This design comes from an exercise in tuning for a short achievable clock period and few clock cycles on the open sky130 flow, not from production work.
The RTL was checked by simulation tests, not by an equivalence proof against the original design.

## flow/design.v (module list and top-level ports; edited modules follow where they fit)
// module pn_alu: 38 lines
// module pn_mul4: 17 lines
// module pn_bigmul: 2233 lines
// module pn_operand_stack: 54 lines
// module pn_token_buffer: 46 lines
// module pn_evaluator: 197 lines
// module pn_top: 43 lines
module pn_top (
    input  logic             clk,
    input  logic             rst_n,
    input  logic             in_valid,
    input  logic             mode,
    input  logic             operator,
    input  logic [2:0]       in,
    output logic             out_valid,
    output pn_pkg::pn_data_t out
);
  // ...
==> flow/run.sh <==
#!/bin/bash
# synth_recipe.tcl (not shown) runs the flow's synth.tcl, then flattens the netlist and writes it again
# the make line also repeats each setting of config.mk as NAME=value (left out here)
make -C /OpenROAD-flow-scripts/flow DESIGN_CONFIG=/design/flow/config.mk WORK_HOME=/design/flow/orfs CLKGATE_MAP_FILE= SYNTH_SCRIPT=/design/flow/synth_recipe.tcl finish
==> flow/config.mk <==
export PLATFORM = sky130hd
export DESIGN_NAME = pn_top
export DESIGN_NICKNAME = pn_top
export VERILOG_FILES = /design/flow/design.v
export SDC_FILE = /design/flow/constraint.sdc
export NUM_CORES = 4
export LEC_CHECK = 0
export CAP_MARGIN = 20
export CORE_MARGIN = 2
export CORE_UTILIZATION = 40
export SLEW_MARGIN = 20
==> flow/constraint.sdc <==
create_clock -name core_clock -period 11.0 [get_ports {clk}]
set_input_delay 2.2000 -clock core_clock [delete_from_list [all_inputs] [get_ports {clk}]]
set_output_delay 2.2000 -clock core_clock [all_outputs]
set_load 0.01 [all_outputs]
==> run summary, run 1 <==
Run status:
- The flow ran to the end and the layout has no timing, DRC or antenna violations.

Place:
- The detailed placement HPWL is 112000 µm.
- The placement-stage cell area is 53800 µm².
- Input and output buffers added on the ports amount to 40.

Synth:
- Counting instances in the post-synthesis netlist gives the leading cell types as sky130_fd_sc_hd__fa_1 (526), sky130_fd_sc_hd__inv_1 (497), sky130_fd_sc_hd__and2_1 (448).
- A synthesized cell averages 10.7 µm².
- The most frequently used flop master after synthesis is sky130_fd_sc_hd__edfxtp_1.
- Summing the areas of all and, or, nand and nor instances in the mapped netlist gives 13.8% of the synthesized area.

GRT:
- The met3 usage is 4.19%.

Route:
- The DRC violation total after the first TritonRoute iteration is 3594.
- The post-route antenna net violation count is 0.
- Signal routing reaches up to met5.

Floorplanning:
- The die covers 132000 µm².

Clock tree:
- The cts-stage hold buffer count is 0.

Setup path:
- For the worst setup path, the data arrival time is 7.75 ns.
- The signal on the critical path passes through mux4_2, mux2i_1, mux2i_1, buf_4, mux2_2, nand2_1, fa_1, fa_1, inv_1, ha_1, a2111oi_0, o21ai_0, a41oi_1, a21oi_1, a21oi_1, o21ai_0, o21a_1, xnor2_1, o211ai_1, o221a_2, nor2_1.
- Together, buffers and inverters on the worst path number 2.
- STA classifies the critical path startpoint as a register.
- On the worst path, the slowest cell contributes a delay of 0.88 ns.

Finish:
- Once layout is complete, the cells apart from fillers number 6548.
- The number of antenna diodes in the final layout is 2.
- In the final design database the tool counted 5639 nets.
Testbench counts, summed over its fixed seeds: cycles 5,459.
==> module pn_token_buffer, before the edit <==
module pn_token_buffer (
    input  logic                clk,
    input  logic                rst_n,
    input  logic                in_valid,
    input  logic                mode,
    input  logic                operator,
    input  logic [2:0]          in,
    input  pn_pkg::pn_tok_idx_t rd_idx,
    output logic [3:0]          token,
    output pn_pkg::pn_tok_idx_t token_count,
    output pn_pkg::pn_mode_e    frame_mode,
    output logic                frame_start,
    output logic                frame_closed
);
    logic [3:0]          entries [pn_pkg::PN_MAX_TOKENS];
    pn_pkg::pn_tok_idx_t count_q;
    pn_pkg::pn_tok_idx_t wr_idx;
    pn_pkg::pn_mode_e    mode_q;
    logic                in_valid_q;
    assign frame_start = in_valid && !in_valid_q;
    assign wr_idx      = frame_start ? '0 : count_q;
    always_ff @(posedge clk or negedge rst_n) begin
        if (!rst_n) begin
            in_valid_q <= 1'b0;
            count_q    <= '0;
            mode_q     <= pn_pkg::MODE_PREFIX;
        end else begin
            in_valid_q <= in_valid;
            if (in_valid) begin
                count_q <= wr_idx + pn_pkg::pn_tok_idx_t'(1);
            end
            if (frame_start) begin
                mode_q <= pn_pkg::pn_mode_e'(mode);
            end
        end
    end
    always_ff @(posedge clk) begin
        if (in_valid) begin
            entries[wr_idx] <= {operator, in};
        end
    end
    assign token        = entries[rd_idx];
    assign token_count  = count_q;
    assign frame_mode   = mode_q;
    assign frame_closed = !in_valid || !in_valid_q;
endmodule
==> module pn_evaluator, before the edit <==
module pn_evaluator (
    input  logic                clk,
    input  logic                rst_n,
    output pn_pkg::pn_tok_idx_t tok_rd_idx,
    input  logic [3:0]          tok_token,
    input  pn_pkg::pn_tok_idx_t tok_token_count,
    input  pn_pkg::pn_mode_e    tok_frame_mode,
    input  logic                tok_frame_start,
    input  logic                tok_frame_closed,
    output logic                out_valid,
    output pn_pkg::pn_data_t    out
);
    pn_pkg::pn_tok_idx_t rd_q;
    logic                casc_q;
    logic [1:0]          mw_q;
    pn_pkg::pn_data_t    t_q;
    pn_pkg::pn_data_t    n_q;
    logic [2:0]          top_op_q;
    logic                top_hl_q;
    logic                top_vld_q;
    logic                postfix;
    logic                is_oper;
    logic [2:0]          tok_val;
    logic                tok_avail;
    logic                last_pf;
    pn_pkg::pn_data_t    alu_rhs;
    logic [2:0]          alu_op;
    pn_pkg::pn_data_t    alu_res;
    logic                alu_used;
    logic                need_big;
    logic                big_wait;
    logic [31:0]         big_s, big_c;
    logic                stk_push, stk_pop;
    pn_pkg::pn_data_t    stk_top;
    logic [2:0]          stk_top_op;
    logic                stk_top_hl;
    logic                stk_top_vld;
    logic                step;        
    logic                pf_push;     
    logic                pf_oper;     
    logic                px_push;     
    logic                px_left;     
    logic                px_lone;     
    logic                px_reduce;   
    assign postfix  = (tok_frame_mode == pn_pkg::MODE_POSTFIX);
    assign is_oper  = tok_token[3];
    assign tok_val  = tok_token[2:0];
    assign tok_avail = (rd_q != tok_token_count);
    assign tok_rd_idx = rd_q;
    assign last_pf = (rd_q + pn_pkg::pn_tok_idx_t'(1) == tok_token_count) && tok_frame_closed;
    assign alu_rhs = (!postfix && !casc_q) ? pn_pkg::pn_data_t'({29'd0, tok_val}) : t_q;
    assign alu_op  = postfix ? tok_val : top_op_q;
    pn_alu u_alu (
        .lhs      (n_q),
        .rhs      (alu_rhs),
        .op       (alu_op),
        .big_s    (big_s),
        .big_c    (big_c),
        .result   (alu_res),
        .need_big (need_big)
    );
    pn_bigmul u_bigmul (
        .clk (clk),
        .a   (n_q),
        .b   (alu_rhs),
        .ps  (big_s),
        .pc  (big_c)
    );
    always_comb begin
        pf_push   = 1'b0;
        pf_oper   = 1'b0;
        px_push   = 1'b0;
        px_left   = 1'b0;
        px_lone   = 1'b0;
        px_reduce = 1'b0;
        if (postfix) begin
            if (tok_avail) begin
                pf_push = !is_oper;
                pf_oper = is_oper;
            end
        end else if (casc_q) begin
            px_reduce = 1'b1;
        end else if (tok_avail) begin
            if (is_oper) begin
                px_push = 1'b1;
            end else if (!top_vld_q) begin
                px_lone = 1'b1;
            end else if (!top_hl_q) begin
                px_left = 1'b1;
            end else begin
                px_reduce = 1'b1;
            end
        end
    end
    assign alu_used = pf_oper || px_reduce;
    assign big_wait = alu_used && need_big && (mw_q != 2'd3);
    assign step     = !big_wait;
    always_ff @(posedge clk or negedge rst_n) begin
        if (!rst_n) begin
            mw_q <= '0;
        end else if (alu_used && need_big && mw_q != 2'd3) begin
            mw_q <= mw_q + 2'd1;
        end else begin
            mw_q <= '0;
        end
    end
    assign stk_push = step && (pf_push || px_push);
    assign stk_pop  = step && (pf_oper || px_reduce);
    pn_operand_stack u_stack (
        .clk       (clk),
        .rst_n     (rst_n),
        .clear     (tok_frame_start),
        .push      (stk_push),
        .pop       (stk_pop),
        .push_data (n_q),
        .push_op   (top_op_q),
        .push_hl   (top_hl_q),
        .push_vld  (top_vld_q),
        .top       (stk_top),
        .top_op    (stk_top_op),
        .top_hl    (stk_top_hl),
        .top_vld   (stk_top_vld)
    );
    always_ff @(posedge clk or negedge rst_n) begin
        if (!rst_n) begin
            rd_q      <= '0;
            casc_q    <= 1'b0;
            top_vld_q <= 1'b0;
        end else if (tok_frame_start) begin
            rd_q      <= '0;
            casc_q    <= 1'b0;
            top_vld_q <= 1'b0;
        end else if (step) begin
            if (pf_push || pf_oper || px_push || px_left || px_lone ||
                (px_reduce && !casc_q)) begin
                rd_q <= rd_q + pn_pkg::pn_tok_idx_t'(1);
            end
            if (px_push) begin
                top_vld_q <= 1'b1;
            end else if (px_reduce) begin
                top_vld_q <= stk_top_vld;
                casc_q    <= stk_top_vld && stk_top_hl;
            end
        end
    end
    always_ff @(posedge clk) begin
        if (step) begin
            if (pf_push) begin
                t_q <= pn_pkg::pn_data_t'({29'd0, tok_val});
                n_q <= t_q;
            end else if (pf_oper) begin
                t_q <= alu_res;
                n_q <= stk_top;
            end else if (px_push) begin
                top_op_q <= tok_val;
                top_hl_q <= 1'b0;
            end else if (px_left) begin
                n_q      <= pn_pkg::pn_data_t'({29'd0, tok_val});
                top_hl_q <= 1'b1;
            end else if (px_reduce) begin
                top_op_q <= stk_top_op;
                t_q      <= alu_res;
                if (stk_top_hl) begin
                    n_q      <= stk_top;
                    top_hl_q <= 1'b1;
                end else begin
                    n_q      <= alu_res;
                    top_hl_q <= 1'b1;
                end
            end
        end
    end
    always_ff @(posedge clk or negedge rst_n) begin
        if (!rst_n) begin
            out_valid <= 1'b0;
            out       <= '0;
        end else begin
            out_valid <= 1'b0;
            out       <= '0;
            if (step && !tok_frame_start) begin
                if (pf_push && last_pf) begin
                    out_valid <= 1'b1;
                    out       <= pn_pkg::pn_data_t'({29'd0, tok_val});
                end else if (pf_oper && last_pf) begin
                    out_valid <= 1'b1;
                    out       <= alu_res;
                end else if (px_lone) begin
                    out_valid <= 1'b1;
                    out       <= pn_pkg::pn_data_t'({29'd0, tok_val});
                end else if (px_reduce && !stk_top_vld) begin
                    out_valid <= 1'b1;
                    out       <= alu_res;
                end
            end
        end
    end
endmodule
==> module pn_top, before the edit <==
module pn_top (
    input  logic             clk,
    input  logic             rst_n,
    input  logic             in_valid,
    input  logic             mode,
    input  logic             operator,
    input  logic [2:0]       in,
    output logic             out_valid,
    output pn_pkg::pn_data_t out
);
    pn_pkg::pn_tok_idx_t tok_rd_idx;
    logic [3:0]          tok_token;
    pn_pkg::pn_tok_idx_t tok_token_count;
    pn_pkg::pn_mode_e    tok_frame_mode;
    logic                tok_frame_start;
    logic                tok_frame_closed;
    pn_token_buffer u_token_buffer (
        .clk          (clk),
        .rst_n        (rst_n),
        .in_valid     (in_valid),
        .mode         (mode),
        .operator     (operator),
        .in           (in),
        .rd_idx       (tok_rd_idx),
        .token        (tok_token),
        .token_count  (tok_token_count),
        .frame_mode   (tok_frame_mode),
        .frame_start  (tok_frame_start),
        .frame_closed (tok_frame_closed)
    );
    pn_evaluator u_evaluator (
        .clk              (clk),
        .rst_n            (rst_n),
        .tok_rd_idx       (tok_rd_idx),
        .tok_token        (tok_token),
        .tok_token_count  (tok_token_count),
        .tok_frame_mode   (tok_frame_mode),
        .tok_frame_start  (tok_frame_start),
        .tok_frame_closed (tok_frame_closed),
        .out_valid        (out_valid),
        .out              (out)
    );
endmodule
==> run 2: changes to the inputs <==
--- a/flow/design.v
+++ b/flow/design.v
@@ -2371,6 +2371,7 @@
     input  logic                operator,
     input  logic [2:0]          in,
     input  pn_pkg::pn_tok_idx_t rd_idx,
+    input  logic                rd_advance,
     output logic [3:0]          token,
     output pn_pkg::pn_tok_idx_t token_count,
     output pn_pkg::pn_mode_e    frame_mode,
@@ -2382,6 +2383,8 @@
     pn_pkg::pn_tok_idx_t wr_idx;
     pn_pkg::pn_mode_e    mode_q;
     logic                in_valid_q;
+    logic [3:0]          cur_q;
+    pn_pkg::pn_tok_idx_t rd_next;
     assign frame_start = in_valid && !in_valid_q;
     assign wr_idx      = frame_start ? '0 : count_q;
     always_ff @(posedge clk or negedge rst_n) begin
@@ -2404,7 +2407,15 @@
             entries[wr_idx] <= {operator, in};
         end
     end
-    assign token        = entries[rd_idx];
+    assign rd_next = rd_idx + pn_pkg::pn_tok_idx_t'(1);
+    always_ff @(posedge clk) begin
+        if (frame_start || rd_idx == count_q) begin
+            cur_q <= {operator, in};
+        end else if (rd_advance) begin
+            cur_q <= (rd_next == count_q) ? {operator, in} : entries[rd_next];
+        end
+    end
+    assign token        = cur_q;
     assign token_count  = count_q;
     assign frame_mode   = mode_q;
     assign frame_closed = !in_valid || !in_valid_q;
@@ -2414,6 +2425,7 @@
     input  logic                clk,
     input  logic                rst_n,
     output pn_pkg::pn_tok_idx_t tok_rd_idx,
+    output logic                tok_rd_advance,
     input  logic [3:0]          tok_token,
     input  pn_pkg::pn_tok_idx_t tok_token_count,
     input  pn_pkg::pn_mode_e    tok_frame_mode,
@@ -2454,6 +2466,7 @@
     logic                px_left;     
     logic                px_lone;     
     logic                px_reduce;   
+    logic                adv;         
     assign postfix  = (tok_frame_mode == pn_pkg::MODE_POSTFIX);
     assign is_oper  = tok_token[3];
     assign tok_val  = tok_token[2:0];
@@ -2516,6 +2529,9 @@
             mw_q <= '0;
         end
     end
+    assign adv = step && (pf_push || pf_oper || px_push || px_left || px_lone ||
+                          (px_reduce && !casc_q));
+    assign tok_rd_advance = adv;
     assign stk_push = step && (pf_push || px_push);
     assign stk_pop  = step && (pf_oper || px_reduce);
     pn_operand_stack u_stack (
@@ -2543,8 +2559,7 @@
             casc_q    <= 1'b0;
             top_vld_q <= 1'b0;
         end else if (step) begin
-            if (pf_push || pf_oper || px_push || px_left || px_lone ||
-                (px_reduce && !casc_q)) begin
+            if (adv) begin
                 rd_q <= rd_q + pn_pkg::pn_tok_idx_t'(1);
             end
             if (px_push) begin
@@ -2619,6 +2634,7 @@
     output pn_pkg::pn_data_t out
 );
     pn_pkg::pn_tok_idx_t tok_rd_idx;
+    logic                tok_rd_advance;
     logic [3:0]          tok_token;
     pn_pkg::pn_tok_idx_t tok_token_count;
     pn_pkg::pn_mode_e    tok_frame_mode;
@@ -2632,6 +2648,7 @@
         .operator     (operator),
         .in           (in),
         .rd_idx       (tok_rd_idx),
+        .rd_advance   (tok_rd_advance),
         .token        (tok_token),
         .token_count  (tok_token_count),
         .frame_mode   (tok_frame_mode),
@@ -2642,6 +2659,7 @@
         .clk              (clk),
         .rst_n            (rst_n),
         .tok_rd_idx       (tok_rd_idx),
+        .tok_rd_advance   (tok_rd_advance),
         .tok_token        (tok_token),
         .tok_token_count  (tok_token_count),
         .tok_frame_mode   (tok_frame_mode),
--- a/flow/config.mk
+++ b/flow/config.mk
@@ -5,7 +5,9 @@
 export SDC_FILE = /design/flow/constraint.sdc
 export NUM_CORES = 4
 export LEC_CHECK = 0
+export ABC_CLOCK_PERIOD_IN_PS = 1200
 export CAP_MARGIN = 20
 export CORE_MARGIN = 2
 export CORE_UTILIZATION = 40
+export SETUP_SLACK_MARGIN = 5
 export SLEW_MARGIN = 20
==> run summary, run 2 <==
Run status:
- The flow ran to the end and the layout has no timing, DRC or antenna violations.

Clock tree:
- After clock tree synthesis, the clock-pin slew on the worst setup and hold paths is 0.07 ns.
- The number of H-tree levels is 3.
- The clock network latency to the later pin of the worst-skew pair is 0.72 ns.
- The clock tree from TritonCTS is yes.
- The maximum count of clock buffers along a single path is 3.
- In this run, CTS created clock tree buffers numbering 79.
- The cts-stage hold buffer count is 0 (unchanged).
- The cell chosen for the clock root is sky130_fd_sc_hd__clkbuf_16.
- Counting every sink on the clock net gives 709.

Setup path:
- The startpoint identified for the worst register-to-register timing path is u_evaluator.casc_q.
- The data arrival time of the worst path is 6.36 ns (-1.39 ns).
- The worst register-to-register path ends at u_evaluator.t_q[29].
- The type of the worst setup path is reg2reg.
- The sort of element at the start of the critical path is a register.
- The worst setup path is captured at a register.
- The depth of the worst register-to-register path is 19.
- The critical path required time is 11.46 ns.
- The largest fanout of any net on the critical path is 35.
- Setup slack on the worst reg-to-reg path comes out at 5.10 ns.

Synth:
- The most common cell in the synthesized netlist is sky130_fd_sc_hd__inv_1.
- The number of flops mapped to enable cells by yosys is 352.
- The count of cell types in the netlist is 101.
- Synthesis produced a netlist with a net count of 5859.
- The leading area contributor after synthesis is sky130_fd_sc_hd__edfxtp_1.
- After technology mapping, the gate count stands at 5040.
- Counting flops and latches in the post-synthesis netlist gives 709.
- During synthesis, Yosys emitted a total of 8 warnings.
- The fraction of post-synthesis cell area in the top cell type by area is 20.2%.
- Sorting the synthesized cells by area gives the leading types as sky130_fd_sc_hd__edfxtp_1 (20%), sky130_fd_sc_hd__fa_1 (20%), sky130_fd_sc_hd__dfxtp_1 (12%).
- After synthesis, the share of flip-flops with an asynchronous set or reset is 7.48%.
- For this run, the register share of the synthesized area comes to 34.3%.
- The summed instance area of the synthesized netlist is 52400 µm².
- The most frequently used flop master after synthesis is sky130_fd_sc_hd__edfxtp_1.
- The commonest cells after synthesis are sky130_fd_sc_hd__inv_1 (540), sky130_fd_sc_hd__fa_1 (526), sky130_fd_sc_hd__nand2_1 (490).
- The synthesized area divided by synthesized cell count is 10.4 µm² (-2.5%).

Run:
- The number of max-cap violations is 0.

Route:
- The total vias in the final route is 38100.
- In the routed layout, each cell is associated on average with a via count of 5.56.
- The post-detailed-routing wire length is 171000 µm.
- The per-cell routed wire length is 25.0 µm.
- The post-route antenna net violation count is 0 (unchanged).
- After detailed routing, the number of remaining DRC violations is 0.
- The DRC violation total after the first TritonRoute iteration is 3367 (-6.3%).
- Before antenna repair, the detailed router went through 5 iterations.

Timing:
- At the pin with the least slew margin, the transition time is 1.22 ns.
- Headroom to the max-slew limit came out at 18.7%.
- The time the worst path needs with I/O delays and setup is 5.90 ns.
- Setup violations remaining at the end of the flow were counted as 0.
- The portion of the clock cycle consumed by the worst path in the final layout is 53.6%.
- The peak clock frequency supported by timing is 0.169 GHz.
- The worst clock skew on the final layout is 0.0697 ns.
- Setup repair after global routing could not meet its margin everywhere.
- The number of pins exceeding their max-slew limit in the final report is 0.
- The final-report hold violation count is 0.
- The setup TNS is 0 ns.

GRT:
- Global routing consumed, over all layers together, 25.5% of the routing resources.
- The total grt overflow is 0.
- The pin count of the biggest net entering global routing is 160.
- The number of antenna violations at the first check in global routing is 9.
- The via count of the first global-routing pass is 39100.
- The global-route wire length before repair is 255000 µm.

Floorplanning:
- In this run the horizontal extent of the chip is 366 µm.
- The effective utilization at floorplan is 40.4%.
- The overall die area is 134000 µm² (+1.7%).
- The floorplan has 132 rows.
- The core footprint is 130000 µm².
- Measured along the y axis, the die boundary spans 366 µm.
- During I/O placement, the number of pins put on the boundary was 41.

Finish:
- The final core utilization is 44.6%.
- The layout filler cell count is 12500.
- The flip-flop count of the largest register after layout is 192.
- The most common cell after layout, fill and taps aside is sky130_fd_sc_hd__inv_1.
- In the layout the commonest cells are sky130_fd_sc_hd__inv_1 (538), sky130_fd_sc_hd__fa_1 (526), sky130_fd_sc_hd__nand2_1 (486).
- The share of cells above drive strength 1 is 9.63%.
- The area occupied by multi-input gates is 31800 µm².
- The final-stage net count is 5851 (+3.8%).
- The sequential cells in the finished layout cover a total of 18000 µm².
- In the final layout, the registers with the most flip-flops are u_evaluator.u_stack.data x192, u_token_buffer.entries x64.
- The most flop-heavy register is u_evaluator.u_stack.data.
- The relative area change from synthesis to final layout is 10.3%.

Place:
- The global placement routability congestion is 0.967.
- The detailed placement HPWL is 125000 µm (+11%).
- The port buffer count is 40 (unchanged).

Hold path:
- The hold path depth is 0.
- The endpoint of the worst hold-timing path is u_evaluator.u_bigmul.pc[1].
- The hold path startpoint is u_evaluator.u_bigmul.r1_2.
- The path type of the worst min-delay path is reg2reg.
## run 2: cell types whose count changed after synthesis, sizes merged, moves of 15 or more
| cell | delta |
|---|---|
| a21oi | +42 |
| nand3 | +25 |
| a22oi | -19 |
| nand2 | +57 |
| a211oi | -15 |
| xnor2 | -30 |
| nor2 | +32 |
| inv | +43 |
| o21ai | -19 |
| nor3 | +31 |
## run 2: layout make-up
class / instances / area share [%]
clock buffers: 110 / 3.94
diodes: 3 / 0.0130
flip-flops and latches: 709 / 31.1
multi-input cells: 3583 / 54.9
well taps: 1742 / 3.77
clock inverters: 38 / 0.973
inverters: 542 / 3.55
repair buffers: 117 / 1.79
## run 2: how the worst max path moves through the flow
stage / from / to / slack [ns] / cells after the start
2_1_floorplan: u_evaluator.t_q[30] / u_evaluator.u_stack.data[0][0] / 5.55 / 11
3_3_place_gp: u_token_buffer.mode_q / u_evaluator.n_q[23] / 3.74 / 18
3_5_place_dp: u_token_buffer.mode_q / u_evaluator.n_q[25] / 3.66 / 18
4_1_cts: u_token_buffer.mode_q / u_evaluator.n_q[30] / 5.01 / 21
5_1_grt: u_evaluator.casc_q / u_evaluator.n_q[18] / 4.93 / 21
6_report: u_evaluator.casc_q / u_evaluator.t_q[29] / 5.10 / 19
## run 2: layer usage
metal / global-route usage (%) / share of wire (%) / routed length, µm
met3: 4.66 / 7.6 / 13100
met1: 34.8 / 43 / 73700
met4: 10.5 / 4.6 / 7940
met5: 0 / 0.022 / 38
met2: 40.0 / 45 / 76600
## run 2: worst max-delay path, cell delays in order, from the launching register on
cell,delay [ns]
sky130_fd_sc_hd__dfrtp_1,0.46
sky130_fd_sc_hd__or2_1,0.25
sky130_fd_sc_hd__buf_12,0.25
sky130_fd_sc_hd__nand2_1,0.18
sky130_fd_sc_hd__inv_1,0.31
sky130_fd_sc_hd__nand2_1,0.13
sky130_fd_sc_hd__fa_1,0.52
sky130_fd_sc_hd__fa_1,0.55
sky130_fd_sc_hd__inv_1,0.04
sky130_fd_sc_hd__ha_1,0.47
sky130_fd_sc_hd__nand4_1,0.30
sky130_fd_sc_hd__nor4_2,0.54
sky130_fd_sc_hd__nand3_1,0.14
sky130_fd_sc_hd__a21oi_1,0.34
sky130_fd_sc_hd__nor3_1,0.13
sky130_fd_sc_hd__xnor2_1,0.14
sky130_fd_sc_hd__a32o_1,0.22
sky130_fd_sc_hd__o21ai_2,0.29
sky130_fd_sc_hd__o2111a_1,0.26
sky130_fd_sc_hd__nor2_1,0.05
## run 2: cells by family after synthesis
family | Yosys count | share of synthesized area, %
simple gates | 1588 | 15.0
flops | 709 | 34.3
mux | 228 | 5.29
xor+xnor | 213 | 3.56
compound gates | 742 | 9.41
buf+inv | 748 | 5.53
fa+ha+maj | 812 | 26.9
## run 2: through the flow
stage / hold WS, ns / worst slack, ns / std cells / area, µm²
global placement: 0.310 / 3.74 / 6681 / 54700
detailed placement: 0.313 / 3.66 / 6681 / 54700
finish: 0.327 / 5.10 / 6844 / 57900
CTS: 0.328 / 5.01 / 6833 / 57700
global route: 0.332 / 4.93 / 6841 / 57900
floorplan: 0.310 / 5.55 / 5040 / 52400
## run 2: what timing repair did
| item | 4_1_cts | 5_1_grt |
|---|---|---|
| setup endpoints to repair | 93 | 122 |
| pin swaps | 2 | 3 |
| buffers inserted | 4 | 8 |
| gates resized for setup | 25 | 30 |
Testbench counts of run 2, summed over its fixed seeds: cycles 5,459.
==> run 3: changes to the inputs <==
--- a/flow/config.mk
+++ b/flow/config.mk
@@ -5,7 +5,7 @@
 export SDC_FILE = /design/flow/constraint.sdc
 export NUM_CORES = 4
 export LEC_CHECK = 0
-export ABC_CLOCK_PERIOD_IN_PS = 1200
+export ABC_CLOCK_PERIOD_IN_PS = 2500
 export CAP_MARGIN = 20
 export CORE_MARGIN = 2
 export CORE_UTILIZATION = 40
==> run summary, run 3 <==
Run status:
- The run finished with no timing, DRC or antenna violations.

Setup path:
- The critical path required time was 11.46 ns (about the same).
- The largest fanout of any net on the critical path is 35 (unchanged).
- The type of the worst setup path is reg2reg.
- The endpoint class of the critical path is a register.
- STA classifies the critical path startpoint as a register.
- The data arrival time of the worst path is 6.36 ns (about the same).

Finish:
- The area occupied by multi-input gates is 31800 µm² (unchanged).
- The relative area change from synthesis to final layout is 10.3% (unchanged).
- The layout filler cell count is 12500 (unchanged).
- The most flop-heavy register is u_evaluator.u_stack.data.
- The register area is 18000 µm² (unchanged).
- The post-layout instance count excluding filler cells is 6844 (unchanged).
- The flip-flop count of the largest register after layout was 192 (unchanged).
- The top cell types in the final layout, fill and taps aside, are sky130_fd_sc_hd__inv_1 (538), sky130_fd_sc_hd__fa_1 (526), sky130_fd_sc_hd__nand2_1 (486).
- The most common cell after layout, fill and taps aside is sky130_fd_sc_hd__inv_1.
- The final-stage net count is 5851 (unchanged).
- In the final layout, the registers with the most flip-flops are u_evaluator.u_stack.data x192, u_token_buffer.entries x64.
- The share of cells above drive strength 1 is 9.63% (unchanged).

Clock tree:
- TritonCTS built the clock tree.
- The number of H-tree levels was 3 (unchanged).
- The cell sitting at the root of the clock tree is a sky130_fd_sc_hd__clkbuf_16.
- The number of buffers inserted during clock tree synthesis is 79 (unchanged).
- The maximum count of clock buffers along a single path is 3 (unchanged).
- The clock network latency to the later pin of the worst-skew pair was 0.72 ns (about the same).
- The cts-stage hold buffer count is 0 (unchanged).
- The number of clock sinks seen by CTS came to 709 (unchanged).
- The clock-pin slew on the worst setup and hold paths is 0.07 ns (about the same).

GRT:
- The total grt overflow came to 0 (unchanged).
- The via count of the first global-routing pass is 39100 (unchanged).
- The overall fraction of global-route tracks in use is 25.5% (unchanged).
- The number of antenna violations at the first check in global routing is 9 (unchanged).
- The global-route wire length before repair was 255000 µm (unchanged).
- The pin count of the biggest net entering global routing was 160 (unchanged).

Route:
- The post-detailed-routing wire length is 171000 µm (unchanged).
- The post-detailed-route DRC marker count was 0 (unchanged).
- The met1 wire length is 73700 µm (unchanged).
- The number of vias per cell after detailed routing came to 5.56 (unchanged).
- The post-route antenna net violation count came to 0 (unchanged).
- The total length of routed met3 wires is 13100 µm (unchanged).
- The total vias in the final route is 38100 (unchanged).
- The DRC violation total after the first TritonRoute iteration was 3367 (unchanged).
- The per-cell routed wire length is 25.0 µm (unchanged).
- The detailed router used layers up to and including met5.
- The routed wire length on met2 is 76600 µm (unchanged).
- The length of the first detailed-routing pass in iterations came to 5 (unchanged).

Synth:
- The fraction of synthesized cell area in xor and xnor cells is 3.56% (unchanged).
- The share of synthesized flip-flops with an asynchronous set or reset was 7.48% (unchanged).
- The count of cell types in the netlist is 101 (unchanged).
- The fraction of the mapped netlist area in adder cells is 26.9% (unchanged).
- The main combinational cell family by area after synthesis is adder cells.
- The post-synthesis mux area share is 5.29% (unchanged).
- The synthesized area divided by synthesized cell count is 10.4 µm² (unchanged).
- The number of instances in the synthesized netlist is 5040 (unchanged).
- The most frequently used flop master after synthesis is sky130_fd_sc_hd__edfxtp_1.
- The simple-gate share of the synthesized area came to 15.0% (unchanged).
- The count of yosys warnings during synthesis is 8 (unchanged).
- sky130_fd_sc_hd__inv_1 is the most common cell in the netlist.
- The fraction of post-synthesis cell area in the top cell type by area was 20.2% (unchanged).
- The commonest cells after synthesis are sky130_fd_sc_hd__inv_1 (540), sky130_fd_sc_hd__fa_1 (526), sky130_fd_sc_hd__nand2_1 (490).
- The share of synthesized area occupied by flip-flops and latches is 34.3% (unchanged).
- The total nets after synthesis was 5859 (unchanged).
- The number of flops mapped to enable cells by yosys is 352 (unchanged).
- The summed instance area of the synthesized netlist is 52400 µm² (unchanged).
- The synthesized-area fraction occupied by ao, oa, aoi and oai cells was 9.41% (unchanged).
- The leading area contributor after synthesis is sky130_fd_sc_hd__edfxtp_1.
- The flop and latch count out of synthesis is 709 (unchanged).
- Sorting the synthesized cells by area gives the leading types as sky130_fd_sc_hd__edfxtp_1 (20%), sky130_fd_sc_hd__fa_1 (20%), sky130_fd_sc_hd__dfxtp_1 (12%).

Timing:
- The number of pins exceeding their max-slew limit in the final report is 0 (unchanged).
- The slew at the pin closest to its max-slew limit was 1.22 ns (unchanged).
- The peak clock frequency supported by timing came to 0.169 GHz (unchanged).
- Setup repair after global routing could not meet its margin everywhere.
- The worst slew margin relative to its limit is 18.7% (unchanged).
- The final-report hold violation count was 0 (unchanged).
- The setup TNS is 0 ns (unchanged).
- The worst clock skew on the final layout is 0.0697 ns (unchanged).
- The total of endpoints with negative setup slack in the final report was 0 (unchanged).
- The smallest setup slack after layout was 5.10 ns (unchanged).
- The portion of the clock cycle consumed by the worst path in the final layout is 53.6% (unchanged).
- The final hold slack is 0.327 ns (unchanged).
- The time the worst path needs with I/O delays and setup was 5.90 ns (unchanged).

Floorplanning:
- The top-level I/O count came to 41 (unchanged).
- The core footprint was 130000 µm² (unchanged).
- The overall die area was 134000 µm² (unchanged).
- The cell row count is 132 (unchanged).
- The die outline height came to 366 µm (unchanged).
- The x dimension of the die is 366 µm (unchanged).
- The effective utilization at floorplan is 40.4% (unchanged).

Place:
- The detailed placement HPWL is 125000 µm (unchanged).
- The post-placement worst setup slack is 3.66 ns (unchanged).
- The port buffer count is 40 (unchanged).
- The global placement routability congestion was 0.967 (unchanged).
- The cell count after placement is 6681 (unchanged).

Hold path:
- The path type of the worst min-delay path is reg2reg.

Run:
- The number of max-cap violations is 0 (unchanged).
-- run 3: cell counts in the layout (fill, tap and decap cells not counted) --
Identical to the previous run, type by type.
-- run 3: cell families after synthesis --
| group | after synthesis |
|---|---|
| compound gates | 742 |
| xor+xnor | 213 |
| fa+ha+maj | 812 |
| buf+inv | 748 |
| flops | 709 |
| mux | 228 |
| simple gates | 1588 |
-- run 3: path summary, 6_finish.rpt --
| check | from | to | slack (ns) | cells past startpoint |
|---|---|---|---|---|
| worst max-delay path | u_evaluator.casc_q | u_evaluator.t_q[29] | 5.10 | 19 |
| worst max register to register | u_evaluator.casc_q | u_evaluator.t_q[29] | 5.10 | 19 |
| worst min register to register | u_evaluator.u_bigmul.r1_2 | u_evaluator.u_bigmul.pc[1] | 0.33 | 0 |
| max in group asynchronous | rst_n | u_evaluator.out[17] | 8.71 | 2 |
| worst min-delay path | u_evaluator.u_bigmul.r1_2 | u_evaluator.u_bigmul.pc[1] | 0.33 | 0 |
| min in group asynchronous | rst_n | u_evaluator.u_stack.vld[3] | 1.66 | 2 |
-- run 3: area by class of cell --
cell class	instances	area share, %
Clock buffer	110	3.94
Multi-Input combinational cell	3583	54.9
Antenna cell	3	0.0130
Timing Repair Buffer	117	1.79
Inverter	542	3.55
Sequential cell	709	31.1
Tap cell	1742	3.77
Clock inverter	38	0.973
-- run 3: timing repair --
item,in CTS,in global routing
gates resized for setup,25,30
pin swaps,2,3
setup endpoints to repair,93,122
buffers inserted,4,8
-- run 3: metal layers --
metal / GRT usage, % / vias up
met5: 0 / -
met4: 10.5 / 4
met3: 4.66 / 382
met2: 40.0 / 1568
met1: 34.8 / 19300
li1: - / 16800
-- run 3: critical path, cell delays in order, from the launching register on --
cell                       delay, ns
sky130_fd_sc_hd__dfrtp_1        0.46
sky130_fd_sc_hd__or2_1          0.25
sky130_fd_sc_hd__buf_12         0.25
sky130_fd_sc_hd__nand2_1        0.18
sky130_fd_sc_hd__inv_1          0.31
sky130_fd_sc_hd__nand2_1        0.13
sky130_fd_sc_hd__fa_1           0.52
sky130_fd_sc_hd__fa_1           0.55
sky130_fd_sc_hd__inv_1          0.04
sky130_fd_sc_hd__ha_1           0.47
sky130_fd_sc_hd__nand4_1        0.30
sky130_fd_sc_hd__nor4_2         0.54
sky130_fd_sc_hd__nand3_1        0.14
sky130_fd_sc_hd__a21oi_1        0.34
sky130_fd_sc_hd__nor3_1         0.13
sky130_fd_sc_hd__xnor2_1        0.14
sky130_fd_sc_hd__a32o_1         0.22
sky130_fd_sc_hd__o21ai_2        0.29
sky130_fd_sc_hd__o2111a_1       0.26
sky130_fd_sc_hd__nor2_1         0.05
-- run 3: per-stage QoR --
stage	instance area, µm²	utilization, %
detailed placement	54700	42.1
global route	57900	44.6
CTS	57700	44.4
finish	57900	44.6
floorplan	52400	-
global placement	54700	42.1

## separate check: timing with driven ports
The results above use ideal ports. As a check the final layouts listed here were re-extracted and re-timed, cells and wires unchanged.
Step 1: set_driving_cell puts a clkbuf_16 on clk and a buf_2 on each other input, an assumption about the parent block.
Step 2, shift: input delay + t, output delay - t, t = (earliest + latest rising clock arrival at the registers) / 2. This alone moves slack from input paths to output paths.
Slacks: ideal / step 1 / step 2; pairs: ideal / step 1.
| run | shift t [ns] | slack for setup (ns) | slew at the worst register clock pin (ns) | cell pins on the clock port's net |
|---|---|---|---|---|
| run 1 | 0.772 | 3.685 / 3.685 / 3.685 | 0.07 / 0.07 | 1 |
| run 2 | 0.772 | 5.099 / 5.099 / 5.099 | 0.07 / 0.07 | 1 |
| run 3 | 0.772 | 5.099 / 5.099 / 5.099 | 0.07 / 0.07 | 1 |
After both steps setup and hold are still met in every run listed.
